This is an optimization exercise on Yosys and OpenROAD, whose aim is small area, not a production implementation.
RTL that was checked went through simulation tests only; none was proved equivalent to the original.
For run 2, only the layout was checked, not whether the RTL still works.
Power is estimated from default activity; no workload was simulated. The clock port is modelled as an ideal driver; clocking choices that lean on that would not hold on a real chip.

$ cat config.mk
export PLATFORM = sky130hd
export DESIGN_NAME = multi_pwm_dbuf
export DESIGN_NICKNAME = multi_pwm_dbuf
export VERILOG_FILES = /design/flow/design.v
export SDC_FILE = /design/flow/constraint.sdc
export NUM_CORES = 4
export LEC_CHECK = 0
export CAP_MARGIN = 20
export CORE_MARGIN = 2
export CORE_UTILIZATION = 40
export SLEW_MARGIN = 20
export SYNTH_HIERARCHICAL = 1
export SYNTH_MINIMUM_KEEP_SIZE = 0
$ cat constraint.sdc
create_clock -name core_clock -period 10.0 [get_ports {clk}]
set_input_delay 2.0000 -clock core_clock [delete_from_list [all_inputs] [get_ports {clk}]]
set_output_delay 2.0000 -clock core_clock [all_outputs]
set_load 0.01 [all_outputs]
$ cat design.v
`default_nettype none
package multi_pwm_pkg;
    localparam int NCH_DEFAULT   = 24;
    localparam int WIDTH_DEFAULT = 10;
    function automatic integer ch_idx_width(input integer nch);
        if (nch > 1) ch_idx_width = $clog2(nch);
        else         ch_idx_width = 1;
    endfunction
    typedef logic [WIDTH_DEFAULT-1:0] count_t;
endpackage
`default_nettype wire
`default_nettype none
module pwm_maj (
    input  logic a,
    input  logic b,
    input  logic c,
    output logic y
);
    assign y = (a & b) | (a & c) | (b & c);
endmodule
module pwm_fa (
    input  logic a,
    input  logic b,
    input  logic ci,
    output logic s,
    output logic co
);
    assign s  = a ^ b ^ ci;
    assign co = (a & b) | (a & ci) | (b & ci);
endmodule
module pwm_ha (
    input  logic a,
    input  logic b,
    output logic s,
    output logic co
);
    assign s  = a ^ b;
    assign co = a & b;
endmodule
module pwm_sel (
    input  logic d,
    input  logic en,
    input  logic q,
    input  logic en_n,
    output logic y
);
    assign y = (d & en) | (q & en_n);
endmodule
module pwm_gt
#(
    parameter int N = 10
) (
    input  logic [N-1:0] a,
    input  logic [N-1:0] nb,
    output logic         gt
);
    logic [N:0] c;
    assign c[1] = a[0] & nb[0];
    for (genvar i = 1; i < N; i++) begin : g_bit
        pwm_maj u_maj (.a(a[i]), .b(nb[i]), .c(c[i]), .y(c[i+1]));
    end
    assign gt = c[N];
endmodule
module pwm_chan_cmp
#(
    parameter int WIDTH = multi_pwm_pkg::WIDTH_DEFAULT
) (
    input  logic             clk,
    input  logic             reset_n,
    input  logic             wr_i,        
    input  logic             wr_n_i,      
    input  logic [WIDTH-1:0] wr_ton_i,
    input  logic [WIDTH-1:0] wr_phase_i,
    input  logic             load_i,      
    input  logic             load_n_i,    
    input  logic [WIDTH-1:0] ncnt_i,      
    input  logic [WIDTH:0]   ncntp_i,     
    input  logic             run_i,       
    input  logic             oe_i,
    output logic             pwm_o
);
    logic [WIDTH-1:0] ton_s_q, phase_s_q;
    logic [WIDTH-1:0] ton_a_q, phase_a_q;
    logic [WIDTH-1:0] ton_s_d, phase_s_d, ton_a_d, phase_a_d;
    logic [WIDTH:0]   w_end;
    logic [WIDTH:0]   w_ec;
    logic             w_ph_gt, w_end_gt, w_endp_gt, w_ton_gt, w_raw;
    logic             pwm_q;
    for (genvar i = 0; i < WIDTH; i++) begin : g_sel
        pwm_sel u_ton_s   (.d(wr_ton_i[i]),   .en(wr_i),   .q(ton_s_q[i]),   .en_n(wr_n_i),   .y(ton_s_d[i]));
        pwm_sel u_phase_s (.d(wr_phase_i[i]), .en(wr_i),   .q(phase_s_q[i]), .en_n(wr_n_i),   .y(phase_s_d[i]));
        pwm_sel u_ton_a   (.d(ton_s_q[i]),    .en(load_i), .q(ton_a_q[i]),   .en_n(load_n_i), .y(ton_a_d[i]));
        pwm_sel u_phase_a (.d(phase_s_q[i]),  .en(load_i), .q(phase_a_q[i]), .en_n(load_n_i), .y(phase_a_d[i]));
    end
    always_ff @(posedge clk or negedge reset_n) begin
        if (!reset_n) begin
            ton_s_q <= '0;
        end else begin
            ton_s_q <= ton_s_d;
        end
    end
    always_ff @(posedge clk) begin
        phase_s_q <= phase_s_d;
        ton_a_q   <= ton_a_d;
        phase_a_q <= phase_a_d;
    end
    pwm_ha u_ha (.a(phase_a_q[0]), .b(ton_a_q[0]), .s(w_end[0]), .co(w_ec[1]));
    for (genvar i = 1; i < WIDTH; i++) begin : g_add
        pwm_fa u_fa (.a(phase_a_q[i]), .b(ton_a_q[i]), .ci(w_ec[i]), .s(w_end[i]), .co(w_ec[i+1]));
    end
    assign w_end[WIDTH] = w_ec[WIDTH];
    pwm_gt #(.N(WIDTH))   u_ph   (.a(phase_a_q), .nb(ncnt_i),          .gt(w_ph_gt));
    pwm_gt #(.N(WIDTH+1)) u_end  (.a(w_end),     .nb({1'b1, ncnt_i}),  .gt(w_end_gt));
    pwm_gt #(.N(WIDTH+1)) u_endp (.a(w_end),     .nb(ncntp_i),         .gt(w_endp_gt));
    pwm_gt #(.N(WIDTH))   u_ton  (.a(ton_a_q),   .nb(ncnt_i),          .gt(w_ton_gt));
    assign w_raw = (!w_ph_gt && w_end_gt) || (w_endp_gt && w_ton_gt);
    always_ff @(posedge clk or negedge reset_n) begin
        if (!reset_n) begin
            pwm_q <= 1'b0;
        end else begin
            pwm_q <= w_raw & run_i & oe_i;
        end
    end
    assign pwm_o = pwm_q;
endmodule
`default_nettype wire
`default_nettype none
module multi_pwm_dbuf
#(
    parameter int NCH   = multi_pwm_pkg::NCH_DEFAULT,
    parameter int WIDTH = multi_pwm_pkg::WIDTH_DEFAULT
) (
    input  logic                           clk,
    input  logic                           reset_n,
    input  logic                           wr_en,
    input  logic [multi_pwm_pkg::ch_idx_width(NCH)-1:0]   wr_ch,
    input  logic [WIDTH-1:0]               wr_ton,
    input  logic [WIDTH-1:0]               wr_phase,
    input  logic                           period_wr,
    input  logic [WIDTH-1:0]               period_in,
    input  logic                           commit,
    input  logic [NCH-1:0]                 oe,
    output logic [NCH-1:0]                 pwm_out,
    output logic                           period_start,
    output logic                           update_pending,
    output logic                           update_done
);
    localparam int CHW = multi_pwm_pkg::ch_idx_width(NCH);
    logic [WIDTH-1:0] period_a_q;
    logic [WIDTH-1:0] period_s_q;
    logic [WIDTH-1:0] cnt_q;
    logic [WIDTH-1:0] cnt_d;
    logic [WIDTH:0]   cntp;
    logic             pending_q;
    logic             pending_d;
    logic             period_start_q;
    logic             update_done_q;
    logic             w_running;
    logic             w_boundary;
    logic             w_xfer;
    always_comb begin
        w_running  = (period_a_q != '0);
        w_boundary = w_running && (cnt_q == (period_a_q - WIDTH'(1)));
        w_xfer     = pending_q && (w_boundary || !w_running);
        pending_d  = w_xfer ? 1'b0 : (pending_q | commit);
        if (w_xfer || w_boundary || !w_running) begin
            cnt_d = '0;
        end else begin
            cnt_d = cnt_q + WIDTH'(1);
        end
        cntp = {1'b0, cnt_q} + {1'b0, period_a_q};
    end
    always_ff @(posedge clk or negedge reset_n) begin
        if (!reset_n) begin
            period_a_q     <= '0;
            period_s_q     <= '0;
            cnt_q          <= '0;
            pending_q      <= 1'b0;
            period_start_q <= 1'b0;
            update_done_q  <= 1'b0;
        end else begin
            if (w_xfer) begin
                period_a_q <= period_s_q;
            end
            if (period_wr) begin
                period_s_q <= period_in;
            end
            cnt_q          <= cnt_d;
            pending_q      <= pending_d;
            period_start_q <= w_running && (cnt_q == '0);
            update_done_q  <= w_xfer;
        end
    end
    generate
        for (genvar c = 0; c < NCH; c++) begin : g_chan
            logic w_wr;
            assign w_wr = wr_en && (wr_ch == CHW'(c));
            pwm_chan_cmp #(
                .WIDTH (WIDTH)
            ) u_cmp (
                .clk        (clk),
                .reset_n    (reset_n),
                .wr_i       (w_wr),
                .wr_n_i     (!w_wr),
                .wr_ton_i   (wr_ton),
                .wr_phase_i (wr_phase),
                .load_i     (w_xfer),
                .load_n_i   (!w_xfer),
                .ncnt_i     (~cnt_q),
                .ncntp_i    (~cntp),
                .run_i      (w_running),
                .oe_i       (oe[c]),
                .pwm_o      (pwm_out[c])
            );
        end
    endgenerate
    assign period_start   = period_start_q;
    assign update_pending = pending_q;
    assign update_done    = update_done_q;
endmodule
`default_nettype wire
$ cat run.sh
#!/bin/bash
# synth_recipe.tcl (not shown) runs the flow's synth.tcl, then flattens the netlist and writes it again
# the make line also repeats each setting of config.mk as NAME=value (left out here)
make -C /OpenROAD-flow-scripts/flow DESIGN_CONFIG=/design/flow/config.mk WORK_HOME=/design/flow/orfs CLKGATE_MAP_FILE= SYNTH_SCRIPT=/design/flow/synth_recipe.tcl finish
==> results of run 1 <==
==> metal layers <==
metal,up-vias,global-route usage
li1,14440,-
met1,16840,0.3296
met2,969,0.3630
met3,168,0.03022
met4,6,0.05771
met5,-,0
==> path summary, 6_finish.rpt <==
check	start	end	slack, ns
worst min-delay path	g_chan[8].u_cmp.phase_s_q[0]$_DFF_P_	g_chan[8].u_cmp.phase_a_q[0]$_DFF_P_	0.46
worst max register to register	period_a_q[1]$_DFFE_PN0P_	g_chan[19].u_cmp.phase_a_q[6]$_DFF_P_	4.60
min in group asynchronous	reset_n	g_chan[13].u_cmp.ton_s_q[8]$_DFF_PN0_	1.31
worst min register to register	g_chan[8].u_cmp.phase_s_q[0]$_DFF_P_	g_chan[8].u_cmp.phase_a_q[0]$_DFF_P_	0.46
worst max-delay path	period_a_q[1]$_DFFE_PN0P_	g_chan[19].u_cmp.phase_a_q[6]$_DFF_P_	4.60
max in group asynchronous	reset_n	g_chan[4].u_cmp.ton_s_q[5]$_DFF_PN0_	7.35
==> placed cells by master, fill, tap and decap left out, types with 4 or more instances in the layout <==
| master | synthesis | final |
|---|---|---|
| a21oi_2 | 24 | 24 |
| nor2_1 | 25 | 25 |
| ha_1 | 37 | 37 |
| buf_2 | 2 | 20 |
| conb_1 | 24 | 24 |
| bufinv_16 | 0 | 8 |
| nand2b_1 | 30 | 30 |
| and2_1 | 99 | 98 |
| mux2_2 | 10 | 10 |
| nor2b_1 | 6 | 6 |
| buf_4 | 0 | 67 |
| xor2_1 | 9 | 5 |
| inv_1 | 45 | 33 |
| clkinv_2 | 0 | 20 |
| fa_1 | 217 | 217 |
| xnor2_1 | 17 | 14 |
| xor2_4 | 0 | 4 |
| maj3_2 | 912 | 912 |
| nand4_1 | 4 | 4 |
| nand3_1 | 12 | 12 |
| nor3_1 | 7 | 7 |
| clkbuf_16 | 0 | 114 |
| clkbuf_8 | 0 | 26 |
| nand2_1 | 74 | 73 |
| inv_4 | 0 | 10 |
| clkbuf_1 | 9 | 25 |
| a22o_1 | 960 | 960 |
| a21oi_1 | 7 | 7 |
| nor4_1 | 4 | 4 |
| clkdlybuf4s50_1 | 0 | 69 |
| a32o_1 | 10 | 10 |
| dfrtp_1 | 297 | 297 |
| dfxtp_1 | 720 | 720 |
==> through the flow <==
step | hold WS, ns | util | power [mW] | std cells | setup slack (ns)
after floorplan | 0.4434 | - | 16.01 | 3591 | 2.049
after global placement | 0.4565 | 0.4312 | 18.69 | 5352 | 4.604
after detailed placement | 0.4554 | 0.4312 | 18.87 | 5352 | 4.567
after CTS | 0.4653 | 0.4626 | 23.14 | 5555 | 4.563
after global routing | 0.4740 | 0.4626 | 24.47 | 5555 | 4.100
final | 0.4567 | 0.4626 | 22.99 | 5555 | 4.602
==> worst max-delay path, delay by kind of cell, from the launching register on <==
| family | cells | cell delay [ns] |
|---|---|---|
| AOI/OAI and AO/OA | 2 | 0.49 |
| adders and majority gates | 1 | 0.22 |
| buffers and inverters | 5 | 2.19 |
| DFF | 1 | 0.48 |
| and+or+nand+nor | 4 | 1.72 |
==> cell usage after synthesis, drive strengths merged (2+ instances only) <==
master | count | share of area
a32o | 10 | 0.0021
conb | 24 | 0.0019
and3 | 3 | 0.00039
clkbuf | 9 | 0.00070
inv | 45 | 0.0035
ha | 37 | 0.0097
a21oi | 31 | 0.0051
fa | 217 | 0.091
o31ai | 2 | 0.00042
nor3 | 7 | 0.00073
nand2 | 74 | 0.0058
mux2 | 10 | 0.0023
or4b | 2 | 0.00042
dfrtp | 297 | 0.16
nand4 | 4 | 0.00052
nor2 | 25 | 0.0020
buf | 2 | 0.00021
nand3 | 12 | 0.0013
nor4 | 5 | 0.00097
mux2i | 2 | 0.00042
maj3 | 912 | 0.21
a21o | 3 | 0.00047
xor2 | 9 | 0.0016
and2 | 99 | 0.013
nor2b | 6 | 0.00078
nand2b | 30 | 0.0039
o21ai | 3 | 0.00031
a22o | 960 | 0.18
dfxtp | 720 | 0.30
xnor2 | 17 | 0.0031
==> registers in the layout (all words and copies together) (netlist names), 10 cells and up <==
| register | count |
|---|---|
| period_s_q | 10 |
| g_chan.u_cmp.ton_a_q | 240 |
| g_chan.u_cmp.ton_s_q | 240 |
| g_chan.u_cmp.phase_s_q | 240 |
| g_chan.u_cmp.phase_a_q | 240 |
| g_chan.u_cmp.pwm_q | 24 |
| period_a_q | 10 |
| cnt_q | 10 |
==> Yosys stat by module, one instance, submodules excluded, excerpt <==
| module | cell area, um^2 | flops+latches |
|---|---|---|
| multi_pwm_dbuf | 2386 | 33 |
| pwm_fa | 20.02 | 0 |
| pwm_ha | 12.51 | 0 |
| pwm_maj | 11.26 | 0 |
| pwm_sel | 8.758 | 0 |
==> area by class of cell <==
class                   count  area (um^2)
clock buffers             165         3304
clock inverters            38        440.4
fillers                 10720        64130
inverters                  45        191.4
multi-input cells        2518        26040
flip-flops and latches   1017        21850
well taps                1612         2017
repair buffers            160         1369
==> kinds of logic (layout without fill, tap and decap cells) <==
kind of cell,count (synthesis),count (layout),synth area share
compound gates,1019,1019,0.1856
xor+xnor,26,26,0.004750
other cells,24,24,0.001879
simple gates,271,271,0.03033
buf+inv,56,408,0.004437
flops,1017,1017,0.4557
fa+ha+maj,1166,1166,0.3145
mux,12,12,0.002767
==> power groups by stage <==
stage / Sequential [mW] / Clock (mW) / Combinational, mW
finish: 6.85 / 4.22 / 11.9
global route: 7.07 / 4.45 / 12.9
CTS: 6.85 / 4.28 / 12.0
detailed placement: 6.90 / 0 / 12.0
global placement: 6.90 / 0 / 11.8
floorplan: 6.56 / 0 / 9.45
==> qor.yml, run 1 <==
pwr:
  pwr-share-seq: 0.298
  power_frac_comb: 0.519
  p_int_mw: 14.62
  leakage_nw: 24.04
  net-switching-power_mw: 8.363
  power_density_nw_per_um2: 416.4
  p_clk_frac: 0.183
  swShare: 0.3638
  ir_drop_v: 0.0004181
die:
  die_h_um: 350.2
  placeableCoreArea_um2: 119300
  start_util: 0.4017
  die_w_um: 350.2
  rows: 127
  fp.dieArea_um2: 122600
  ios: 91
timing:
  relSlewSlack: 0.2242
  setup_viol: 0
  hold_viol: 0
  slew_viol_final: 0
  worst_pin_slew_ns: 1.164
  finClkSkew_ns: 0.03403
  fmax_mhz: 185.3
  fin_crit_ns: 5.398
  tns_ns: 0
  rsz0062_at_grt: "no"
  fin_crit_sh: 0.5398
placed_design:
  gp_congestion: 0.7642
  portBuffers: 90
  dpl_cell_area_um2: 51460
  hpwl_mm: 75.94
routing:
  drc: 0
  topRoutingLayerUsed: "met5"
  wl_met3_mm: 8.025
  viasPerCell: 5.837
  num_vias: 32420
  first_pass_iters: 5
  wl_per_cell_um: 25.35
  antenna_left: 0
  drt_iter0_markers: 2481
  wl_met2_mm: 63.74
  drt_wl_total_mm: 140.8
  wl_met1_mm: 66.10
worst_setup_path:
  arrival_ns: 5.98
  critPathMaxStageDelay_ns: 0.62
  crit_type: "reg -> reg"
  cp_slowest_cell: "buf_4"
  path_cells: "inv_1 > ha_1 > nor3b_1 > nand2_1 > nor4_1 > inv_2 > o31ai_4 > buf_4 > nand2_8 > buf_4 > buf_4 > a22o_1"
  crit_required_ns: 10.58
  crit_top_cell: "buf_4"
  cp-end-kind: "register"
  worstSetupStartpointType: "register"
  crit_fanout: 101
  worst-r2r-cell-count: 12
synthesis:
  synth-main-ff-cell: "dfxtp_1"
  yosysWarnings: 8
  synth_nets: 3909
  synth_seq_cells: 1017
  synth_edf_count: 0
  synth_area_per_cell_um2: 13.35
  synthCells: 3591
  async_flop_share: 0.2920
  synth.distinct_cells: 48
  netlist_area_um2: 47940
  yosysSeqAreaShare: 0.4557
global_route:
  grtUsageTotal: 0.2290
  grt-ovfl-total: 0
  grt_pass1_wl_mm: 213.9
  grt_pass1_vias: 32860
  grt_antenna_before_repair: 6
  grt_start_max_net_pins: 192
clock_tree:
  clk_latency_ns: 0.71
  cts_sinks: 1017
  cts_resized: 0
  cts_tree: "built"
  cts_root_buf: "clkbuf_16"
  cts_buffers: 107
  cts_buffer_depth: 3
  cts_hold_buf: 0
  postCtsSetupRepairBufs: 0
  htree_levels: 3
  clk_pin_slew_ns: 0.07
cells_and_area:
  final_cell_area_um2: 55210
  syn_to_final_growth_pct: 15.16
  nets: 4167
  antenna_cells: 0
  layout-drive-gt1-share: 0.3145
job:
  max_cap_viol_count: 0
hold_path:
  hold_path.class: "reg -> reg"
  min_path_cells: 1
outcome:
  status: "no timing/DRC/antenna violations"
==> inputs of run 2 (changes only) <==
--- a/design.v
+++ b/design.v
@@ -47,4 +47,23 @@
     assign y = (d & en) | (q & en_n);
 endmodule
+module pwm_cmp2 (
+    input  logic [1:0] a,
+    input  logic [1:0] nb,
+    input  logic       c,
+    output logic       y
+);
+    logic t;
+    assign t = (a[0] & nb[0]) | (a[0] & c) | (nb[0] & c);
+    assign y = (a[1] & nb[1]) | (a[1] & t) | (nb[1] & t);
+endmodule
+module pwm_cmp2s (
+    input  logic [1:0] a,
+    input  logic [1:0] nb,
+    output logic       y
+);
+    logic t;
+    assign t = a[0] & nb[0];
+    assign y = (a[1] & nb[1]) | (a[1] & t) | (nb[1] & t);
+endmodule
 module pwm_gt
 #(
@@ -55,10 +74,15 @@
     output logic         gt
 );
-    logic [N:0] c;
-    assign c[1] = a[0] & nb[0];
-    for (genvar i = 1; i < N; i++) begin : g_bit
-        pwm_maj u_maj (.a(a[i]), .b(nb[i]), .c(c[i]), .y(c[i+1]));
-    end
-    assign gt = c[N];
+    localparam int NP = N / 2;
+    logic [NP:1] c;
+    pwm_cmp2s u_c0 (.a(a[1:0]), .nb(nb[1:0]), .y(c[1]));
+    for (genvar i = 1; i < NP; i++) begin : g_pair
+        pwm_cmp2 u_c (.a(a[2*i+1:2*i]), .nb(nb[2*i+1:2*i]), .c(c[i]), .y(c[i+1]));
+    end
+    if (N % 2) begin : g_odd
+        pwm_maj u_maj (.a(a[N-1]), .b(nb[N-1]), .c(c[NP]), .y(gt));
+    end else begin : g_even
+        assign gt = c[NP];
+    end
 endmodule
 module pwm_chan_cmp
@@ -85,4 +109,5 @@
     logic [WIDTH:0]   w_end;
     logic [WIDTH:0]   w_ec;
+    logic             w_end_lo_gt;
     logic             w_ph_gt, w_end_gt, w_endp_gt, w_ton_gt, w_raw;
     logic             pwm_q;
@@ -111,5 +136,6 @@
     assign w_end[WIDTH] = w_ec[WIDTH];
     pwm_gt #(.N(WIDTH))   u_ph   (.a(phase_a_q), .nb(ncnt_i),          .gt(w_ph_gt));
-    pwm_gt #(.N(WIDTH+1)) u_end  (.a(w_end),     .nb({1'b1, ncnt_i}),  .gt(w_end_gt));
+    pwm_gt #(.N(WIDTH))   u_end  (.a(w_end[WIDTH-1:0]), .nb(ncnt_i), .gt(w_end_lo_gt));
+    assign w_end_gt = w_end[WIDTH] | w_end_lo_gt;
     pwm_gt #(.N(WIDTH+1)) u_endp (.a(w_end),     .nb(ncntp_i),         .gt(w_endp_gt));
     pwm_gt #(.N(WIDTH))   u_ton  (.a(ton_a_q),   .nb(ncnt_i),          .gt(w_ton_gt));
--- a/config.mk
+++ b/config.mk
@@ -8,5 +8,6 @@
 export CAP_MARGIN = 20
 export CORE_MARGIN = 2
-export CORE_UTILIZATION = 40
+export CORE_UTILIZATION = 70
+export CTS_BUF_LIST = sky130_fd_sc_hd__clkbuf_4
 export SLEW_MARGIN = 20
 export SYNTH_HIERARCHICAL = 1
==> qor.yml, run 2 <==
synthesis:
  netlist_area_um2: 46320
  synth_nets: 4725
  synth_top_cell_by_area: "dfxtp_1"
  async_flop_share: 0.2920
  synth_edf_count: 0
  synth_area_per_cell_um2: 10.51
  synth_area_leaders: "dfxtp_1 (31%), a22o_1 (18%), dfrtp_1 (16%)"
  synth-main-ff-cell: "dfxtp_1"
  yosysMostFrequentCell: "a22o_1"
  yosysSeqAreaShare: 0.4716
  synth.distinct_cells: 47
  ys_top_cells_by_count: "a22o_1 (960), dfxtp_1 (720), a21oi_1 (511), nand2_1 (458), o21ai_1 (385)"
  yosysWarnings: 8
  synthCells: 4407
  synth_top_area_frac: 0.3112
  synth_seq_cells: 1017
routing:
  drt_iter0_markers: 4312
  drt_wl_total_mm: 138.8
  antenna_left: 0
  first_pass_iters: 6
  drc: 0
  num_vias: 41300
  viasPerCell: 7.035
  wl_per_cell_um: 23.64
timing:
  rsz0062_at_grt: "no"
  finClkSkew_ns: 0.08800
  relSlewSlack: 0.1542
  worst_slack_ns: 4.840
  tns_ns: 0
  fin_crit_ns: 5.161
  fin_crit_sh: 0.5161
  hold_viol: 0
  slew_viol_final: 0
  worst_pin_slew_ns: 1.269
  fmax_mhz: 193.8
  setup_viol: 0
  hold-worst-slack_ns: 0.4595
pwr:
  p_clk_frac: 0.166
  power_frac_comb: 0.509
  net-switching-power_mw: 9.691
  p_int_mw: 12.04
  ir_drop_v: 0.0005869
  leakage_nw: 22.84
  swShare: 0.4460
  pwr-share-seq: 0.325
  power_density_nw_per_um2: 417.0
worst_setup_path:
  critPathBufInv: 2
  path_delay_family: "simple AND/OR/NAND/NOR gates"
  r2r-start: "period_a_q[1]$_DFFE_PN0P_"
  r2r-end: "g_chan[10].u_cmp.ton_a_q[4]$_DFF_P_"
  crit_fanout: 95
  crit_cells: 9
  path_cells: "inv_1 > ha_1 > nor3b_1 > nand4b_1 > a221o_1 > o31ai_4 > and2_4 > buf_4 > a22o_1"
  cp_slowest_cell: "buf_4"
  arrival_ns: 6.17
  worstSetupEndpoint: "g_chan[10].u_cmp.ton_a_q[4]$_DFF_P_"
  crit_type: "reg -> reg"
  worstSetupStartpointType: "register"
  worst-r2r-cell-count: 9
  critPathMaxStageDelay_ns: 0.94
  crit_required_ns: 11.01
  rrSetupSlack_ns: 4.84
  startpoint: "period_a_q[1]$_DFFE_PN0P_"
  cp-end-kind: "register"
clock_tree:
  cts_hold_buf: 0
  clk_pin_slew_ns: 0.07
  clk_latency_ns: 1.11
  cts_buffers: 275
  cts_resized: 0
  cts_sinks: 1017
  cts_root_buf: "clkbuf_4"
  postCtsSetupRepairBufs: 0
  cts_buffer_depth: 4
  cts_tree: "built"
  htree_levels: 5
die:
  rows: 94
  placeableCoreArea_um2: 65630
  ios: 91
  die_w_um: 261.2
  die_h_um: 261.2
  start_util: 0.7058
  fp.dieArea_um2: 68240
cells_and_area:
  layout-drive-gt1-share: 0.1116
  final_cell_area_um2: 52110
  mostFrequentLayoutCells: "a22o_1 (960), dfxtp_1 (720), a21oi_1 (511)"
  layout_commonest_cell: "a22o_1"
  n_fill_cell: 4335
  nets: 5129
  syn_to_final_growth_pct: 12.51
placed_design:
  dpl_cell_area_um2: 48740
  hpwl_mm: 75.16
  portBuffers: 90
  gp_congestion: 0.8360
  preCtsSetupSlack_ns: 4.889
global_route:
  grt_antenna_before_repair: 4
  grtUsageTotal: 0.4022
  grt_pass1_vias: 39020
  grt_start_max_net_pins: 181
  grt-ovfl-total: 0
  grt_pass1_wl_mm: 214.0
job:
  max_cap_viol_count: 0
outcome:
  status: "no timing/DRC/antenna violations"
hold_path:
  hold_path.class: "reg -> reg"
==> run 2: cell types whose count changed after synthesis, sizes merged, moves of 96 or more <==
cell / previous run / this run
maj3: 912 / 24
a21oi: 31 / 511
nand2: 74 / 458
o21ai: 3 / 387
o22ai: 0 / 384
a31oi: 1 / 97
and2: 99 / 3
nor2: 25 / 121
==> run 2: logic make-up after synthesis <==
| logic type | after synthesis | share of synthesized area |
|---|---|---|
| DFF | 1017 | 0.4716 |
| buffers and inverters | 56 | 0.004592 |
| xor gates and xnor gates | 26 | 0.004916 |
| muxes | 12 | 0.002863 |
| and+or+nand+nor | 631 | 0.05408 |
| adders and majority gates | 278 | 0.1096 |
| AOI/OAI and AO/OA | 2387 | 0.3523 |
==> run 2: power groups by stage <==
stage          clock network, mW  logic, mW  registers, mW
6_report                    3.60       11.1           7.06
5_1_grt                     3.87       12.1           7.28
4_1_cts                     3.64       10.8           7.03
3_5_place_dp                   0       10.8           7.09
3_3_place_gp                   0       10.3           7.05
2_1_floorplan                  0       8.19           6.72
==> run 2: per-module statistics from Yosys, one instance, submodules excluded, excerpt <==
module          flops+latches  cell area [um^2]
multi_pwm_dbuf             33              2386
pwm_cmp2                    0             20.02
pwm_cmp2s                   0             15.01
pwm_fa                      0             20.02
pwm_ha                      0             12.51
pwm_maj                     0             11.26
pwm_sel                     0             8.758
==> run 2: how the worst min path moves through the flow <==
stage | start | endpoint | slack (ns) | cells past startpoint
detailed placement | g_chan[0].u_cmp.phase_s_q[0]$_DFF_P_ | g_chan[0].u_cmp.phase_s_q[0]$_DFF_P_ | 0.46 | 1
global placement | g_chan[7].u_cmp.phase_s_q[1]$_DFF_P_ | g_chan[7].u_cmp.phase_s_q[1]$_DFF_P_ | 0.46 | 1
finish | g_chan[15].u_cmp.phase_s_q[7]$_DFF_P_ | g_chan[15].u_cmp.phase_a_q[7]$_DFF_P_ | 0.46 | 1
floorplan | g_chan[0].u_cmp.phase_s_q[0]$_DFF_P_ | g_chan[0].u_cmp.phase_s_q[0]$_DFF_P_ | 0.44 | 1
CTS | g_chan[19].u_cmp.ton_s_q[2]$_DFF_PN0_ | g_chan[19].u_cmp.ton_a_q[2]$_DFF_P_ | 0.45 | 1
global route | g_chan[19].u_cmp.ton_s_q[2]$_DFF_PN0_ | g_chan[19].u_cmp.ton_a_q[2]$_DFF_P_ | 0.46 | 1
==> run 2: worst reg2reg max path, cell delays in order (launching register included) <==
cell and delay (ns):
dfrtp_1 0.48, inv_1 0.12, ha_1 0.20, nor3b_1 0.61
nand4b_1 0.17, a221o_1 0.41, o31ai_4 0.93, and2_4 0.88
buf_4 1.00, a22o_1 0.35
==> run 2: cell type report <==
cell class	instances	area (um^2)	area share
multi-input combinational	3334	24420	0.4687
sequential	1017	21850	0.4192
clock buffer	419	3146	0.06036
timing repair buffer	138	1204	0.02310
tap	864	1081	0.02074
clock inverter	47	209.0	0.004010
inverter	45	186.4	0.003578
antenna	7	17.52	0.0003361
==> run 2: through the flow <==
step | utilization | total power [mW] | std cells
floorplan | - | 14.91 | 4407
global route | 0.7940 | 23.22 | 5871
finish | 0.7940 | 21.73 | 5871
detailed placement | 0.7427 | 17.85 | 5398
CTS | 0.7938 | 21.48 | 5864
global placement | 0.7425 | 17.31 | 5397
==> run 2: metal layers <==
metal / GRT usage / part of all wire
met5: 0 / 0
met4: 0.1815 / 0.039
met3: 0.08217 / 0.12
met2: 0.6218 / 0.45
met1: 0.5518 / 0.40
==> inputs of run 3 (changes only) <==
--- a/design.v
+++ b/design.v
@@ -185,7 +185,9 @@
     logic             w_boundary;
     logic             w_xfer;
+    logic [WIDTH-1:0] cnt_inc;
     always_comb begin
+        cnt_inc    = cnt_q + WIDTH'(1);
         w_running  = (period_a_q != '0);
-        w_boundary = w_running && (cnt_q == (period_a_q - WIDTH'(1)));
+        w_boundary = w_running && (cnt_inc == period_a_q);
         w_xfer     = pending_q && (w_boundary || !w_running);
         pending_d  = w_xfer ? 1'b0 : (pending_q | commit);
@@ -193,5 +195,5 @@
             cnt_d = '0;
         end else begin
-            cnt_d = cnt_q + WIDTH'(1);
+            cnt_d = cnt_inc;
         end
         cntp = {1'b0, cnt_q} + {1'b0, period_a_q};
@@ -201,5 +203,4 @@
             period_a_q     <= '0;
             period_s_q     <= '0;
-            cnt_q          <= '0;
             pending_q      <= 1'b0;
             period_start_q <= 1'b0;
@@ -212,9 +213,11 @@
                 period_s_q <= period_in;
             end
-            cnt_q          <= cnt_d;
             pending_q      <= pending_d;
             period_start_q <= w_running && (cnt_q == '0);
             update_done_q  <= w_xfer;
         end
+    end
+    always_ff @(posedge clk) begin
+        cnt_q <= cnt_d;
     end
     generate
--- a/config.mk
+++ b/config.mk
@@ -9,5 +9,6 @@
 export CORE_MARGIN = 2
 export CORE_UTILIZATION = 70
-export CTS_BUF_LIST = sky130_fd_sc_hd__clkbuf_4
+export CTS_CLUSTER_DIAMETER = 100
+export CTS_CLUSTER_SIZE = 30
 export SLEW_MARGIN = 20
 export SYNTH_HIERARCHICAL = 1
==> qor.yml, run 3 <==
clock_tree:
  cts_root_buf: "clkbuf_16"
  cts_sinks: 1017
  cts_buffers: 40
  cts_tree: "built"
  clk_latency_ns: 0.63
  postCtsSetupRepairBufs: 0
  cts_buffer_depth: 3
  clk_pin_slew_ns: 0.11
  cts_hold_buf: 0
  htree_levels: 2
  cts_resized: 0
routing:
  wl_met2_mm: 58.89
  wl_per_cell_um: 24.63
  drt_wl_total_mm: 134.3
  first_pass_iters: 6
  antenna_left: 0
  topRoutingLayerUsed: "met5"
  drt_iter0_markers: 4510
  wl_met3_mm: 15.09
  drc: 0
  num_vias: 39380
  wl_met1_mm: 54.51
  viasPerCell: 7.221
die:
  fp.dieArea_um2: 68350
  placeableCoreArea_um2: 65750
  die_h_um: 261.4
  rows: 94
  die_w_um: 261.4
  start_util: 0.7057
  ios: 91
global_route:
  grt_pass1_wl_mm: 205.0
  grt_start_max_net_pins: 189
  grtUsageTotal: 0.3843
  grt_pass1_vias: 36230
  grt_antenna_before_repair: 4
  grt-ovfl-total: 0
synthesis:
  netlist_area_um2: 46390
  synth_nets: 4709
  yosysMostFrequentCell: "a22o_1"
  synth_top_cell_by_area: "dfxtp_1"
  synthCells: 4392
  synth_seq_cells: 1017
  synth-main-ff-cell: "dfxtp_1"
  synth_area_leaders: "dfxtp_1 (31%), a22o_1 (18%), dfrtp_1 (15%)"
  synth_top_area_frac: 0.3150
  async_flop_share: 0.2822
  yosysSeqAreaShare: 0.4698
  synth.distinct_cells: 54
  ys_top_cells_by_count: "a22o_1 (960), dfxtp_1 (730), a21oi_1 (511), nand2_1 (467), o21ai_1 (389)"
  synth_area_per_cell_um2: 10.56
  yosysWarnings: 8
  synth_edf_count: 0
worst_setup_path:
  crit_fanout: 188
  worstSetupStartpointType: "register"
  arrival_ns: 5.72
  crit_type: "reg -> reg"
  crit_required_ns: 10.56
  cp-end-kind: "register"
cells_and_area:
  syn_to_final_growth_pct: 7.578
  layoutNonFillerInstCount: 5453
  mostFrequentLayoutCells: "a22o_1 (960), dfxtp_1 (730), a21oi_1 (511)"
  layout_commonest_cell: "a22o_1"
  nets: 4876
  layout-drive-gt1-share: 0.04294
pwr:
  net-switching-power_mw: 7.006
  power_density_nw_per_um2: 318.4
  finalPower_mw: 15.89
  ir_drop_v: 0.0004151
  swShare: 0.4408
  power_frac_comb: 0.499
  leakage_nw: 21.39
  p_int_mw: 8.886
  pwr-share-seq: 0.371
  p_clk_frac: 0.130
timing:
  worst_pin_slew_ns: 1.217
  fin_crit_sh: 0.5161
  hold_viol: 0
  finClkSkew_ns: 0.04361
  setup_viol: 0
  relSlewSlack: 0.1885
  slew_viol_final: 0
  fin_crit_ns: 5.161
  fmax_mhz: 193.8
  rsz0062_at_grt: "no"
  tns_ns: 0
placed_design:
  gp_congestion: 0.8357
  hpwl_mm: 73.70
  place_inst: 5381
  portBuffers: 90
job:
  max_cap_viol_count: 0
outcome:
  status: "no timing/DRC/antenna violations"
hold_path:
  hold_path.class: "reg -> reg"
==> run 3: path summary, 6_finish.rpt <==
path	startpoint	end	slack, ns	cells after the start
max in group asynchronous	reset_n	g_chan[9].u_cmp.ton_s_q[6]$_DFF_PN0_	6.83	3
setup / recovery	cnt_q[0]$_SDFF_PP0_	g_chan[14].u_cmp.ton_a_q[4]$_DFF_P_	4.84	11
min in group asynchronous	reset_n	g_chan[1].u_cmp.pwm_q$_DFF_PN0_	1.35	1
hold reg to reg	g_chan[15].u_cmp.phase_s_q[3]$_DFF_P_	g_chan[15].u_cmp.phase_s_q[3]$_DFF_P_	0.49	1
setup reg to reg	cnt_q[0]$_SDFF_PP0_	g_chan[14].u_cmp.ton_a_q[4]$_DFF_P_	4.84	11
hold / removal	g_chan[15].u_cmp.phase_s_q[3]$_DFF_P_	g_chan[15].u_cmp.phase_s_q[3]$_DFF_P_	0.49	1
==> run 3: modules after synthesis, one instance, submodules excluded, excerpt <==
module          cells  times used  flops+latches
pwm_cmp2            4         384              0
multi_pwm_dbuf    264           1             33
pwm_fa              1         216              0
pwm_maj             1          24              0
pwm_cmp2s           3          96              0
pwm_ha              1          24              0
pwm_sel             1         960              0
==> run 3: cell type report <==
class,count,area [um^2]
sequential,1017,21800
multi-input combinational,3324,24480
timing repair buffer,133,1179
inverter,43,202.7
clock inverter,2,37.54
clock buffer,69,1131
tap,864,1081
antenna,1,2.502
fill,4529,15840
==> run 3: routing by layer <==
layer / vias to the layer above / GRT usage
met3: 355 / 0.06911
met5: - / 0
li1: 17680 / -
met1: 19320 / 0.5464
met4: 6 / 0.1466
met2: 2023 / 0.5919
==> run 3: cell families after synthesis <==
kind of cell             count (synthesis)  synth area share
AO/OA/AOI/OAI                         2389            0.3521
XOR/XNOR                                24          0.006823
adder cells (fa/ha/maj)                277            0.1092
buffers and inverters                   51          0.005259
flip-flops                            1017            0.4698
multiplexers                            11          0.002670
AND/OR/NAND/NOR                        623           0.05421
==> run 3: power groups by stage <==
stage	Clock (mW)	Combinational, mW	Sequential, mW
6_report	2.06	7.94	5.90
5_1_grt	2.21	8.60	6.03
4_1_cts	2.07	7.71	5.88
3_5_place_dp	0	7.68	5.95
3_3_place_gp	0	7.38	5.93
2_1_floorplan	0	5.62	5.74
==> run 3: per-stage QoR <==
stage | hold WS [ns] | setup WS (ns) | util | area (um^2)
after floorplan | 0.4434 | 1.555 | - | 46400
after global placement | 0.4563 | 4.968 | 0.7413 | 48740
after detailed placement | 0.4554 | 4.931 | 0.7413 | 48740
after CTS | 0.4895 | 4.912 | 0.7591 | 49910
after global routing | 0.5013 | 4.589 | 0.7591 | 49910
final | 0.4878 | 4.839 | 0.7591 | 49910
==> run 3: critical path, stage by stage, from the launching register on <==
cell and delay [ns]:
dfxtp_1 0.40, inv_4 0.54, ha_1 0.38, xnor2_1 0.16, nand2_1 0.11, nor3_1 0.21
nand4_2 0.14, o21ai_2 0.71, and2_4 0.64, buf_12 0.55, buf_4 0.65, a22o_1 0.25
==> inputs of run 4 (changes only) <==
--- a/design.v
+++ b/design.v
@@ -112,18 +112,22 @@
     logic             w_ph_gt, w_end_gt, w_endp_gt, w_ton_gt, w_raw;
     logic             pwm_q;
-    for (genvar i = 0; i < WIDTH; i++) begin : g_sel
-        pwm_sel u_ton_s   (.d(wr_ton_i[i]),   .en(wr_i),   .q(ton_s_q[i]),   .en_n(wr_n_i),   .y(ton_s_d[i]));
-        pwm_sel u_phase_s (.d(wr_phase_i[i]), .en(wr_i),   .q(phase_s_q[i]), .en_n(wr_n_i),   .y(phase_s_d[i]));
-        pwm_sel u_ton_a   (.d(ton_s_q[i]),    .en(load_i), .q(ton_a_q[i]),   .en_n(load_n_i), .y(ton_a_d[i]));
-        pwm_sel u_phase_a (.d(phase_s_q[i]),  .en(load_i), .q(phase_a_q[i]), .en_n(load_n_i), .y(phase_a_d[i]));
-    end
+    logic written_q;
+    logic w_load_ton;
     always_ff @(posedge clk or negedge reset_n) begin
         if (!reset_n) begin
-            ton_s_q <= '0;
+            written_q <= 1'b0;
         end else begin
-            ton_s_q <= ton_s_d;
-        end
+            written_q <= written_q | wr_i;
+        end
+    end
+    assign w_load_ton = load_i & written_q;
+    for (genvar i = 0; i < WIDTH; i++) begin : g_sel
+        pwm_sel u_ton_s   (.d(wr_ton_i[i]),   .en(wr_i),       .q(ton_s_q[i]),   .en_n(wr_n_i),   .y(ton_s_d[i]));
+        pwm_sel u_phase_s (.d(wr_phase_i[i]), .en(wr_i),       .q(phase_s_q[i]), .en_n(wr_n_i),   .y(phase_s_d[i]));
+        pwm_sel u_ton_a   (.d(ton_s_q[i]),    .en(w_load_ton), .q(ton_a_q[i]),   .en_n(load_n_i), .y(ton_a_d[i]));
+        pwm_sel u_phase_a (.d(phase_s_q[i]),  .en(load_i),     .q(phase_a_q[i]), .en_n(load_n_i), .y(phase_a_d[i]));
     end
     always_ff @(posedge clk) begin
+        ton_s_q   <= ton_s_d;
         phase_s_q <= phase_s_d;
         ton_a_q   <= ton_a_d;
@@ -173,9 +177,12 @@
 );
     localparam int CHW = multi_pwm_pkg::ch_idx_width(NCH);
-    logic [WIDTH-1:0] period_a_q;
-    logic [WIDTH-1:0] period_s_q;
+    logic [WIDTH-1:0] period_a_q, period_a_d;
+    logic [WIDTH-1:0] period_s_q, period_s_d;
     logic [WIDTH-1:0] cnt_q;
     logic [WIDTH-1:0] cnt_d;
+    logic [WIDTH-1:0] cnt_inc;
     logic [WIDTH:0]   cntp;
+    logic [WIDTH:0]   w_ic;
+    logic [WIDTH:0]   w_pc;
     logic             pending_q;
     logic             pending_d;
@@ -185,17 +192,25 @@
     logic             w_boundary;
     logic             w_xfer;
-    logic [WIDTH-1:0] cnt_inc;
+    logic             w_clr;
+    assign w_ic[0] = 1'b1;
+    for (genvar i = 0; i < WIDTH; i++) begin : g_inc
+        pwm_ha u_ha (.a(cnt_q[i]), .b(w_ic[i]), .s(cnt_inc[i]), .co(w_ic[i+1]));
+    end
+    pwm_ha u_pha (.a(cnt_q[0]), .b(period_a_q[0]), .s(cntp[0]), .co(w_pc[1]));
+    for (genvar i = 1; i < WIDTH; i++) begin : g_cntp
+        pwm_fa u_fa (.a(cnt_q[i]), .b(period_a_q[i]), .ci(w_pc[i]), .s(cntp[i]), .co(w_pc[i+1]));
+    end
+    assign cntp[WIDTH] = w_pc[WIDTH];
     always_comb begin
-        cnt_inc    = cnt_q + WIDTH'(1);
         w_running  = (period_a_q != '0);
         w_boundary = w_running && (cnt_inc == period_a_q);
         w_xfer     = pending_q && (w_boundary || !w_running);
+        w_clr      = w_boundary || !w_running;
         pending_d  = w_xfer ? 1'b0 : (pending_q | commit);
-        if (w_xfer || w_boundary || !w_running) begin
-            cnt_d = '0;
-        end else begin
-            cnt_d = cnt_inc;
-        end
-        cntp = {1'b0, cnt_q} + {1'b0, period_a_q};
+        cnt_d      = cnt_inc & {WIDTH{!w_clr}};
+    end
+    for (genvar i = 0; i < WIDTH; i++) begin : g_per
+        pwm_sel u_ps (.d(period_in[i]),  .en(period_wr), .q(period_s_q[i]), .en_n(!period_wr), .y(period_s_d[i]));
+        pwm_sel u_pa (.d(period_s_q[i]), .en(w_xfer),    .q(period_a_q[i]), .en_n(!w_xfer),    .y(period_a_d[i]));
     end
     always_ff @(posedge clk or negedge reset_n) begin
@@ -207,10 +222,6 @@
             update_done_q  <= 1'b0;
         end else begin
-            if (w_xfer) begin
-                period_a_q <= period_s_q;
-            end
-            if (period_wr) begin
-                period_s_q <= period_in;
-            end
+            period_a_q     <= period_a_d;
+            period_s_q     <= period_s_d;
             pending_q      <= pending_d;
             period_start_q <= w_running && (cnt_q == '0);
@@ -221,8 +232,14 @@
         cnt_q <= cnt_d;
     end
+    logic [3:0] w_dec_hi;
+    logic [7:0] w_dec_lo;
+    always_comb begin
+        for (int h = 0; h < 4; h++) w_dec_hi[h] = wr_en && (wr_ch[CHW-1:3] == 2'(h));
+        for (int l = 0; l < 8; l++) w_dec_lo[l] = (wr_ch[2:0] == 3'(l));
+    end
     generate
         for (genvar c = 0; c < NCH; c++) begin : g_chan
             logic w_wr;
-            assign w_wr = wr_en && (wr_ch == CHW'(c));
+            assign w_wr = w_dec_hi[c / 8] && w_dec_lo[c % 8];
             pwm_chan_cmp #(
                 .WIDTH (WIDTH)
==> qor.yml, run 4 <==
global_route:
  grt_pass1_vias: 36880
  grtUsageTotal: 0.4088
  grt-ovfl-total: 0
  grt_start_max_net_pins: 201
  grt_antenna_before_repair: 2
  grt_pass1_wl_mm: 213.9
synthesis:
  synth_seq_cells: 1041
  yosysSeqAreaShare: 0.4654
  synth_area_per_cell_um2: 10.36
  synth_edf_count: 0
  synth_top_cell_by_area: "dfxtp_1"
  synth.distinct_cells: 32
  synthCells: 4397
  yosysWarnings: 8
  async_flop_share: 0.06820
  synth-main-ff-cell: "dfxtp_1"
  ys_top_cells_by_count: "a22o_1 (980), dfxtp_1 (970), a21oi_1 (504), nand2_1 (457)"
  synth_top_area_frac: 0.4264
  synth_nets: 4721
  netlist_area_um2: 45540
  synth_area_leaders: "dfxtp_1 (43%), a22o_1 (19%), fa_1 (9.9%)"
  yosysMostFrequentCell: "a22o_1"
worst_setup_path:
  crit_fanout: 26
  worst-r2r-cell-count: 17
  arrival_ns: 6.80
  crit_required_ns: 10.55
  r2r-start: "period_a_q[0]$_DFF_PN0_"
  cp-end-kind: "register"
  crit_type: "reg -> reg"
  startpoint: "period_a_q[0]$_DFF_PN0_"
  r2r-end: "g_chan[3].u_cmp.pwm_q$_DFF_PN0_"
  worstSetupStartpointType: "register"
  rrSetupSlack_ns: 3.75
die:
  rows: 93
  fp.dieArea_um2: 67120
  die_w_um: 259.1
  die_h_um: 259.1
  ios: 91
  placeableCoreArea_um2: 64350
  start_util: 0.7078
timing:
  fin_crit_sh: 0.6248
  relSlewSlack: 0.1528
  rsz0062_at_grt: "no"
  slew_viol_final: 0
  tns_ns: 0
  finClkSkew_ns: 0.02233
  fin_crit_ns: 6.248
  worst_slack_ns: 3.752
  worst_pin_slew_ns: 1.271
  hold_viol: 0
  setup_viol: 0
  fmax_mhz: 160.1
hold_path:
  min_path_cells: 1
  min_to: "g_chan[7].u_cmp.written_q$_DFF_PN0_"
  worstHoldStart: "g_chan[7].u_cmp.written_q$_DFF_PN0_"
  hold_path.class: "reg -> reg"
cells_and_area:
  n_fill_cell: 4479
  multi_input_area_um2: 24160
  nets: 4899
  layout-drive-gt1-share: 0.04176
  syn_to_final_growth_pct: 7.500
  layoutNonFillerInstCount: 5455
  mostFrequentLayoutCells: "a22o_1 (980), dfxtp_1 (970), a21oi_1 (504)"
  seqCellArea_um2: 21200
  layout_commonest_cell: "a22o_1"
clock_tree:
  htree_levels: 2
  cts_root_buf: "clkbuf_16"
  cts_buffers: 40
  clk_pin_slew_ns: 0.11
  cts_hold_buf: 0
  postCtsSetupRepairBufs: 0
  cts_sinks: 1041
  cts_buffer_depth: 3
  cts_tree: "built"
  cts_resized: 0
  clk_latency_ns: 0.64
pwr:
  leakage_nw: 20.91
  ir_drop_v: 0.0003006
  power_density_nw_per_um2: 338.3
  finalPower_mw: 16.57
placed_design:
  gp_congestion: 0.8488
  portBuffers: 90
  preCtsSetupSlack_ns: 3.926
  place_inst: 5388
  hpwl_mm: 76.26
routing:
  first_pass_iters: 6
  wl_per_cell_um: 25.63
  wl_met3_mm: 15.76
  drt_wl_total_mm: 139.8
  wl_met1_mm: 54.91
  drc: 0
  num_vias: 39410
  antenna_left: 0
  viasPerCell: 7.224
  wl_met2_mm: 62.36
  topRoutingLayerUsed: "met5"
  drt_iter0_markers: 4432
outcome:
  status: "no timing/DRC/antenna violations"
job:
  max_cap_viol_count: 0
==> run 4: cell count changes after synthesis, moves of 14 or more <==
cell and change:
and2_1 +26, xnor2_1 -14, dfxtp_1 +240, or2_2 +23
a22o_1 +20, dfrtp_1 -216
==> run 4: layout make-up <==
cell class / instances / area share
Timing Repair Buffer: 139 / 0.02466
Inverter: 47 / 0.003987
Tap cell: 855 / 0.02185
Clock buffer: 64 / 0.02272
Clock inverter: 1 / 0.0002300
Sequential cell: 1041 / 0.4329
Multi-Input combinational cell: 3306 / 0.4935
Antenna cell: 2 / 0.0001022
==> run 4: modules after synthesis, one instance, submodules excluded, excerpt <==
module	times used	flip-flops and latches
pwm_cmp2	384	0
pwm_fa	225	0
pwm_maj	24	0
pwm_cmp2s	96	0
pwm_ha	35	0
multi_pwm_dbuf	1	33
pwm_sel	980	0
==> run 4: layer usage <==
metal	global-route usage	up-vias
met1	0.5653	19300
met4	0.1750	4
met2	0.6385	2080
li1	-	17610
met5	0	-
met3	0.07001	417
==> run 4: worst max path at each step <==
| stage | to | cells after the start |
|---|---|---|
| after detailed placement | g_chan[3].u_cmp.pwm_q$_DFF_PN0_ | 17 |
| after global routing | g_chan[3].u_cmp.pwm_q$_DFF_PN0_ | 17 |
| after global placement | g_chan[2].u_cmp.pwm_q$_DFF_PN0_ | 17 |
| after CTS | g_chan[3].u_cmp.pwm_q$_DFF_PN0_ | 17 |
| final | g_chan[3].u_cmp.pwm_q$_DFF_PN0_ | 17 |
| after floorplan | period_a_q[0]$_DFF_PN0_ | 15 |
==> run 4: kinds of logic after synthesis <==
family	count (synthesis)	share of synthesized area
buf+inv	50	0.004286
compound gates	2373	0.3561
flops	1041	0.4654
simple gates	637	0.05758
mux	1	0.0002472
xor+xnor	10	0.001923
other cells	1	0.00008234
fa+ha+maj	284	0.1144
==> run 4: critical path: stages (launching register included) <==
cell and delay, ns:
dfrtp_1 0.46, ha_1 0.23, fa_1 0.38, fa_1 0.39, fa_1 0.39, fa_1 0.39, fa_1 0.39, fa_1 0.39
fa_1 0.38, fa_1 0.39, fa_1 0.45, inv_2 0.61, buf_4 0.55, o22ai_1 0.16, o21ai_1 0.18, maj3_2 0.23
nand2_1 0.05, a21oi_1 0.12
==> run 4: per-stage QoR <==
stage                     hold slack [ns]  cell area [um^2]    util
after floorplan                    0.4272             45550       -
after global placement             0.4394             47830  0.7433
after detailed placement           0.4412             47830  0.7433
after CTS                          0.4693             48950  0.7607
after global routing               0.4763             48960  0.7608
final                              0.4639             48960  0.7609
==> run 4: power by group <==
part / internal (mW) / switching, mW
sequential: 5.20 / 1.06
combinational: 3.42 / 4.81
clock: 0.783 / 1.29
total: 9.40 / 7.16
==> inputs of run 5 (changes only) <==
==> flow/run.sh (new file) <==
#!/bin/bash
# Layout flow: the standard flow (standard.sh, with the standard
# synthesis), with three changes to how the layout is made:
#  - the port buffers are the smallest buffer, sky130_fd_sc_hd__buf_1;
#  - clock tree synthesis adds no dummy loads;
#  - after global routing, cells on paths with positive slack are sized
#    down (ORFS's RECOVER_POWER step).
# The make output goes to flow_make.log here; each step's own log is under
# orfs/logs/.
set -euo pipefail
bash standard.sh \
    "BUFFER_PORTS_ARGS=-buffer_cell sky130_fd_sc_hd__buf_1" \
    "CTS_ARGS=-sink_clustering_enable -repair_clock_nets -sink_clustering_size 30 -sink_clustering_max_diameter 100 -dont_use_dummy_load" \
    "RECOVER_POWER=100" \
    finish > flow_make.log 2>&1
==> standard.sh (new file) <==
#!/bin/bash
# synth_recipe.tcl (not shown) runs the flow's synth.tcl, then flattens the netlist and writes it again
# the make line also repeats each setting of config.mk as NAME=value (left out here)
make -C /OpenROAD-flow-scripts/flow DESIGN_CONFIG=/design/flow/config.mk WORK_HOME=/design/flow/orfs CLKGATE_MAP_FILE= SYNTH_SCRIPT=/design/flow/synth_recipe.tcl "${@:-finish}"
removed: run.sh
==> qor.yml, run 5 <==
outcome:
  status: "complete, but fails checks"
  so.violations: "max-capacitance violations, max-slew violations"
clock_tree:
  postCtsSetupRepairBufs: 0
  cts_sinks: 1041
  cts_buffer_depth: 3
  cts_hold_buf: 0
  clk_latency_ns: 0.63
  cts_buffers: 40
  htree_levels: 2
  cts_resized: 0
  clk_pin_slew_ns: 0.11
  cts_tree: "built"
  cts_root_buf: "clkbuf_16"
worst_setup_path:
  r2r-end: "g_chan[14].u_cmp.pwm_q$_DFF_PN0_"
  arrival_ns: 8.44
  cp-end-kind: "register"
  crit_fanout: 25
  rrSetupSlack_ns: 2.12
  r2r-start: "period_a_q[0]$_DFF_PN0_"
  crit_required_ns: 10.56
  worstSetupStartpointType: "register"
  worst-r2r-cell-count: 17
  crit_type: "reg -> reg"
global_route:
  grtUsageTotal: 0.4080
  grt_antenna_before_repair: 2
  grt-ovfl-total: 0
  grt_start_max_net_pins: 168
  grt_pass1_wl_mm: 213.3
  grt_pass1_vias: 37310
timing:
  worst_slack_ns: 2.120
  finClkSkew_ns: 0.03336
  slew_viol_final: 352
  fmax_mhz: 126.9
  fin_crit_ns: 7.880
  relSlewSlack: -2.016
  tns_ns: 0
  rsz0062_at_grt: "no"
  fin_crit_sh: 0.7880
  hold-worst-slack_ns: 0.4621
  setup_viol: 0
  worst_pin_slew_ns: 4.524
  hold_viol: 0
synthesis:
  synth-compound-area-share: 0.3561
  yosysMostFrequentCell: "a22o_1"
  synth_xor_area_frac: 0.001923
  synth_area_leaders: "dfxtp_1 (43%), a22o_1 (19%), fa_1 (9.9%)"
  ys_top_cells_by_count: "a22o_1 (980), dfxtp_1 (970), a21oi_1 (504), nand2_1 (457)"
  synth.distinct_cells: 32
  synth_area_per_cell_um2: 10.36
  yosysSeqAreaShare: 0.4654
  synth_top_area_frac: 0.4264
  synth_edf_count: 0
  async_flop_share: 0.06820
  yosys.area_share.simple: 0.05758
  synth_top_family_by_area: "compound AO/OA/AOI/OAI gates"
  synth-main-ff-cell: "dfxtp_1"
  synth-adder-area-share: 0.1144
  synth_top_cell_by_area: "dfxtp_1"
  yosysWarnings: 8
  synth.area.mux_share: 0.0002472
  synth_seq_cells: 1041
  synthCells: 4397
  netlist_area_um2: 45540
  synth_nets: 4721
routing:
  drt_iter0_markers: 4435
  first_pass_iters: 6
  num_vias: 39410
  wl_per_cell_um: 25.63
  drt_wl_total_mm: 139.2
  drc: 0
  antenna_left: 0
  viasPerCell: 7.255
placed_design:
  hpwl_mm: 75.94
  gp_congestion: 0.8455
  place_inst: 5388
  dpl_cell_area_um2: 47400
  portBuffers: 90
  preCtsSetupSlack_ns: 3.855
pwr:
  pwr-share-seq: 0.383
  p_clk_frac: 0.121
  ir_drop_v: 0.0004032
  p_int_mw: 9.278
  finalPower_mw: 16.36
  power_frac_comb: 0.496
  swShare: 0.4328
  power_density_nw_per_um2: 338.3
  net-switching-power_mw: 7.080
  leakage_nw: 20.64
die:
  start_util: 0.7078
  die_h_um: 259.1
  rows: 93
  ios: 91
  die_w_um: 259.1
  placeableCoreArea_um2: 64350
  fp.dieArea_um2: 67120
hold_path:
  min_to: "g_chan[12].u_cmp.written_q$_DFF_PN0_"
  worstHoldStart: "g_chan[12].u_cmp.written_q$_DFF_PN0_"
  hold_path.class: "reg -> reg"
  min_path_cells: 1
cells_and_area:
  nets: 4900
  final_cell_area_um2: 48360
  syn_to_final_growth_pct: 6.184
  layoutNonFillerInstCount: 5432
  layout-drive-gt1-share: 0.03848
  layout_commonest_cell: "a22o_1"
  fin_util: 0.7516
  mostFrequentLayoutCells: "a22o_1 (980), dfxtp_1 (970), a21oi_1 (504)"
job:
  max_cap_viol_count: 8
==> run 5: cell counts after synthesis <==
No cell type changed its count.
==> run 5: cells by family (layout without fill, tap and decap cells) <==
| group | count (synthesis) | in the layout |
|---|---|---|
| muxes | 1 | 1 |
| AOI/OAI and AO/OA | 2373 | 2373 |
| xor gates and xnor gates | 10 | 10 |
| DFF | 1041 | 1041 |
| other | 1 | 4 |
| adders and majority gates | 284 | 284 |
| buffers and inverters | 50 | 227 |
| and+or+nand+nor | 637 | 637 |
==> run 5: area by class of cell <==
class / instances / area [um^2]
diodes: 3 / 7.507
fillers: 4627 / 15990
multi-input cells: 3306 / 24140
flip-flops and latches: 1041 / 21200
inverters: 47 / 195.2
repair buffers: 140 / 750.7
clock buffers: 40 / 1001
well taps: 855 / 1070
==> run 5: worst max path at each step <==
stage	startpoint	endpoint	slack, ns	cells after the start
2_1_floorplan	cnt_q[0]$_DFF_P_	period_a_q[0]$_DFF_PN0_	2.23	15
3_3_place_gp	period_a_q[0]$_DFF_PN0_	g_chan[4].u_cmp.pwm_q$_DFF_PN0_	4.02	17
3_5_place_dp	period_a_q[0]$_DFF_PN0_	g_chan[14].u_cmp.pwm_q$_DFF_PN0_	3.86	17
4_1_cts	period_a_q[0]$_DFF_PN0_	g_chan[22].u_cmp.pwm_q$_DFF_PN0_	3.82	17
5_1_grt	period_a_q[0]$_DFF_PN0_	g_chan[22].u_cmp.pwm_q$_DFF_PN0_	1.96	17
6_report	period_a_q[0]$_DFF_PN0_	g_chan[14].u_cmp.pwm_q$_DFF_PN0_	2.12	17
==> run 5: worst max-delay path, cell delays in order (launching register included) <==
cell and delay (ns):
dfrtp_1 0.43, ha_1 0.21, fa_1 0.39, fa_1 0.40, fa_1 0.39, fa_1 0.39
fa_1 0.39, fa_1 0.40, fa_1 0.42, fa_1 0.41, fa_1 0.46, inv_1 1.12
clkbuf_1 1.45, o22ai_1 0.24, o21ai_0 0.28, maj3_2 0.24, nand2_1 0.05, a21oi_1 0.11
==> run 5: per-layer routing <==
layer / wire [um] / global-route usage / share of wire
met1: 55230 / 0.5523 / 0.40
met2: 61270 / 0.6320 / 0.44
met3: 15830 / 0.08905 / 0.11
met4: 6892 / 0.1829 / 0.050
met5: 0 / 0 / 0
==> run 5: power groups by stage <==
stage	clock, mW	sequential (mW)	combinational (mW)
2_1_floorplan	0	6.07	6.08
3_3_place_gp	0	6.30	7.56
3_5_place_dp	0	6.31	7.89
4_1_cts	1.98	6.24	7.92
5_1_grt	2.12	6.42	8.87
6_report	1.97	6.27	8.12
==> run 5: Yosys stat by module (local to each module, per instance), a selection <==
module,copies in the design,cells
pwm_sel,980,1
pwm_ha,35,1
pwm_fa,225,1
pwm_cmp2,384,4
pwm_cmp2s,96,3
pwm_maj,24,1
multi_pwm_dbuf,1,157
==> inputs of run 6 (changes only) <==
==> flow/run.sh (replaced) <==
#!/bin/bash
# Layout flow: the standard flow (standard.sh, with the standard
# synthesis), with two changes to how the layout is made:
#  - the port buffers are the smallest buffer, sky130_fd_sc_hd__buf_1;
#  - clock tree synthesis adds no dummy loads;

# The make output goes to flow_make.log here; each step's own log is under
# orfs/logs/.
set -euo pipefail
bash standard.sh \
    "BUFFER_PORTS_ARGS=-buffer_cell sky130_fd_sc_hd__buf_1" \
    "CTS_ARGS=-sink_clustering_enable -repair_clock_nets -sink_clustering_size 30 -sink_clustering_max_diameter 100 -dont_use_dummy_load" \
    finish > flow_make.log 2>&1
==> qor.yml, run 6 <==
outcome:
  status: "no timing/DRC/antenna violations"
cells_and_area:
  syn_to_final_growth_pct: 6.319
  n_fill_cell: 4620
  final_cell_area_um2: 48420
  mostFrequentLayoutCells: "a22o_1 (980), dfxtp_1 (970), a21oi_1 (504)"
  nets: 4900
  layout_commonest_cell: "a22o_1"
  layout-drive-gt1-share: 0.04176
worst_setup_path:
  worstSetupStartpointType: "register"
  path_cells: "ha_1 > fa_1 > fa_1 > fa_1 > fa_1 > fa_1 > fa_1 > fa_1 > fa_1 > fa_1 > inv_2 > buf_4 > o22ai_1 > o21ai_1 > maj3_2 > nand2_1 > a21oi_1"
  crit_required_ns: 10.54
  rrSetupSlack_ns: 3.68
  critPathMaxStageDelay_ns: 0.65
  crit_fanout: 25
  crit_type: "reg -> reg"
  arrival_ns: 6.86
  path_delay_family: "adder cells"
  crit_top_cell: "fa_1"
  critPathBufInv: 2
  cp_slowest_cell: "inv_2"
  cp-end-kind: "register"
  r2r-end: "g_chan[22].u_cmp.pwm_q$_DFF_PN0_"
  r2r-start: "period_a_q[0]$_DFF_PN0_"
  worst-r2r-cell-count: 17
routing:
  antenna_left: 0
  wl_per_cell_um: 25.66
  drt_iter0_markers: 4253
  topRoutingLayerUsed: "met4"
  wl_met3_mm: 16.35
  viasPerCell: 7.273
  wl_met2_mm: 61.22
  drc: 0
  wl_met1_mm: 54.95
  drt_wl_total_mm: 139.4
  first_pass_iters: 7
  num_vias: 39500
timing:
  setup_viol: 0
  hold_viol: 0
  finClkSkew_ns: 0.03641
  rsz0062_at_grt: "no"
  fin_crit_ns: 6.319
  fmax_mhz: 158.3
  relSlewSlack: 0.1567
  fin_crit_sh: 0.6319
  tns_ns: 0
  hold-worst-slack_ns: 0.4622
  worst_pin_slew_ns: 1.265
  slew_viol_final: 0
hold_path:
  worstHoldStart: "g_chan[12].u_cmp.written_q$_DFF_PN0_"
  min_to: "g_chan[12].u_cmp.written_q$_DFF_PN0_"
  min_path_cells: 1
  hold_path.class: "reg -> reg"
clock_tree:
  clk_pin_slew_ns: 0.11
  cts_tree: "built"
  cts_buffer_depth: 3
  cts_hold_buf: 0
  clk_latency_ns: 0.64
  htree_levels: 2
  postCtsSetupRepairBufs: 0
  cts_sinks: 1041
  cts_buffers: 40
  cts_root_buf: "clkbuf_16"
  cts_resized: 0
global_route:
  grt_antenna_before_repair: 2
  grt_start_max_net_pins: 168
  grt-ovfl-total: 0
  grt_pass1_vias: 37310
  grtUsageTotal: 0.4080
  grt_pass1_wl_mm: 213.3
die:
  die_w_um: 259.1
  rows: 93
  start_util: 0.7078
  fp.dieArea_um2: 67120
  ios: 91
  placeableCoreArea_um2: 64350
  die_h_um: 259.1
pwr:
  ir_drop_v: 0.0004026
  finalPower_mw: 16.40
  leakage_nw: 20.70
  power_density_nw_per_um2: 338.6
synthesis:
  ys_top_cells_by_count: "a22o_1 (980), dfxtp_1 (970), a21oi_1 (504), nand2_1 (457)"
  synth_nets: 4721
  synth_top_cell_by_area: "dfxtp_1"
  synth.distinct_cells: 32
  synth_seq_cells: 1041
  synth_area_per_cell_um2: 10.36
  synth_edf_count: 0
  synth_top_area_frac: 0.4264
  async_flop_share: 0.06820
  synth-main-ff-cell: "dfxtp_1"
  yosysWarnings: 8
  synthCells: 4397
  netlist_area_um2: 45540
  yosysSeqAreaShare: 0.4654
  synth_area_leaders: "dfxtp_1 (43%), a22o_1 (19%), fa_1 (9.9%)"
  yosysMostFrequentCell: "a22o_1"
job:
  max_cap_viol_count: 0
placed_design:
  portBuffers: 90
  gp_congestion: 0.8455
  hpwl_mm: 75.94
  dpl_cell_area_um2: 47400
[run 6: cell types whose count changed in the layout (fill, tap and decap cells not counted), sizes merged]
cell	previous run	this run
diode	3	2
buf	105	119
clkbuf	75	61
[run 6: logic make-up after synthesis]
family                   count (synthesis)  share of synthesized area
adder cells (fa/ha/maj)                284                     0.1144
buffers and inverters                   50                   0.004286
multiplexers                             1                  0.0002472
AND/OR/NAND/NOR                        637                    0.05758
flip-flops                            1041                     0.4654
XOR/XNOR                                10                   0.001923
AO/OA/AOI/OAI                         2373                     0.3561
other                                    1                 0.00008234
[run 6: how the worst max path moves through the flow]
stage,start,to,slack (ns),depth (start not counted)
3_3_place_gp,period_a_q[0]$_DFF_PN0_,g_chan[4].u_cmp.pwm_q$_DFF_PN0_,4.02,17
2_1_floorplan,cnt_q[0]$_DFF_P_,period_a_q[0]$_DFF_PN0_,2.23,15
4_1_cts,period_a_q[0]$_DFF_PN0_,g_chan[22].u_cmp.pwm_q$_DFF_PN0_,3.82,17
6_report,period_a_q[0]$_DFF_PN0_,g_chan[22].u_cmp.pwm_q$_DFF_PN0_,3.68,17
3_5_place_dp,period_a_q[0]$_DFF_PN0_,g_chan[14].u_cmp.pwm_q$_DFF_PN0_,3.86,17
5_1_grt,period_a_q[0]$_DFF_PN0_,g_chan[22].u_cmp.pwm_q$_DFF_PN0_,3.49,17
[run 6: Yosys stat by module (local to each module, per instance), excerpt]
module | flip-flops and latches | cells | area (um^2) | copies in the design
multi_pwm_dbuf | 33 | 157 | 1420 | 1
pwm_ha | 0 | 1 | 12.51 | 35
pwm_cmp2 | 0 | 4 | 20.02 | 384
pwm_maj | 0 | 1 | 11.26 | 24
pwm_fa | 0 | 1 | 20.02 | 225
pwm_sel | 0 | 1 | 8.758 | 980
pwm_cmp2s | 0 | 3 | 15.01 | 96
[run 6: through the flow]
step,std cells,setup slack [ns],util
3_3_place_gp,5388,4.016,0.7366
3_5_place_dp,5388,3.855,0.7366
6_report,5431,3.681,0.7525
5_1_grt,5429,3.495,0.7524
2_1_floorplan,4397,2.230,-
4_1_cts,5428,3.822,0.7521
[run 6: per-layer routing]
metal	up-vias	global-route usage
met2	2181	0.6320
met5	-	0
li1	17590	-
met4	0	0.1829
met1	19290	0.5523
met3	434	0.08905
[run 6: area by class of cell]
type | count | area [um^2] | area share
inverters | 47 | 195.2 | 0.004031
well taps | 855 | 1070 | 0.02209
clock buffers | 40 | 1001 | 0.02067
diodes | 2 | 5.005 | 0.0001034
repair buffers | 140 | 792.0 | 0.01636
multi-input cells | 3306 | 24160 | 0.4990
flip-flops and latches | 1041 | 21200 | 0.4377
[run 6: where the power goes]
part / internal [mW] / switching (mW)
combinational: 3.36 / 4.79
clock: 0.728 / 1.25
sequential: 5.20 / 1.06

==> what the ideal ports hide <==
The results above use ideal ports. As a check the final layouts listed here were re-extracted and re-timed, cells and wires unchanged. Step 1: set_driving_cell puts a clkbuf_16 on clk and a buf_2 on each other input, an assumption about the parent block. Step 2, shift: input delay + t, output delay - t, t = (earliest + latest rising clock arrival at the registers) / 2. This alone moves slack from input paths to output paths. Three values: ideal, step 1, step 2; two values: the first two.
| run | t (ns) | setup slack, ns | pins driven straight from the clock port |
|---|---|---|---|
| run 1 | 0.767 | 4.602 / 4.602 / 4.602 | 1 |
| run 2 | 1.139 | 4.840 / 4.840 / 4.709 | 1 |
| run 3 | 0.679 | 4.839 / 4.839 / 4.784 | 1 |
| run 4 | 0.698 | 3.752 / 3.752 / 3.752 | 1 |
| run 5 | 0.688 | 2.120 / 2.120 / 2.120 | 1 |
| run 6 | 0.688 | 3.681 / 3.681 / 3.681 | 1 |
For run 2, which loses most, drivers alone change the setup slack by 0.000 ns; drivers and shift together by -0.131 ns.
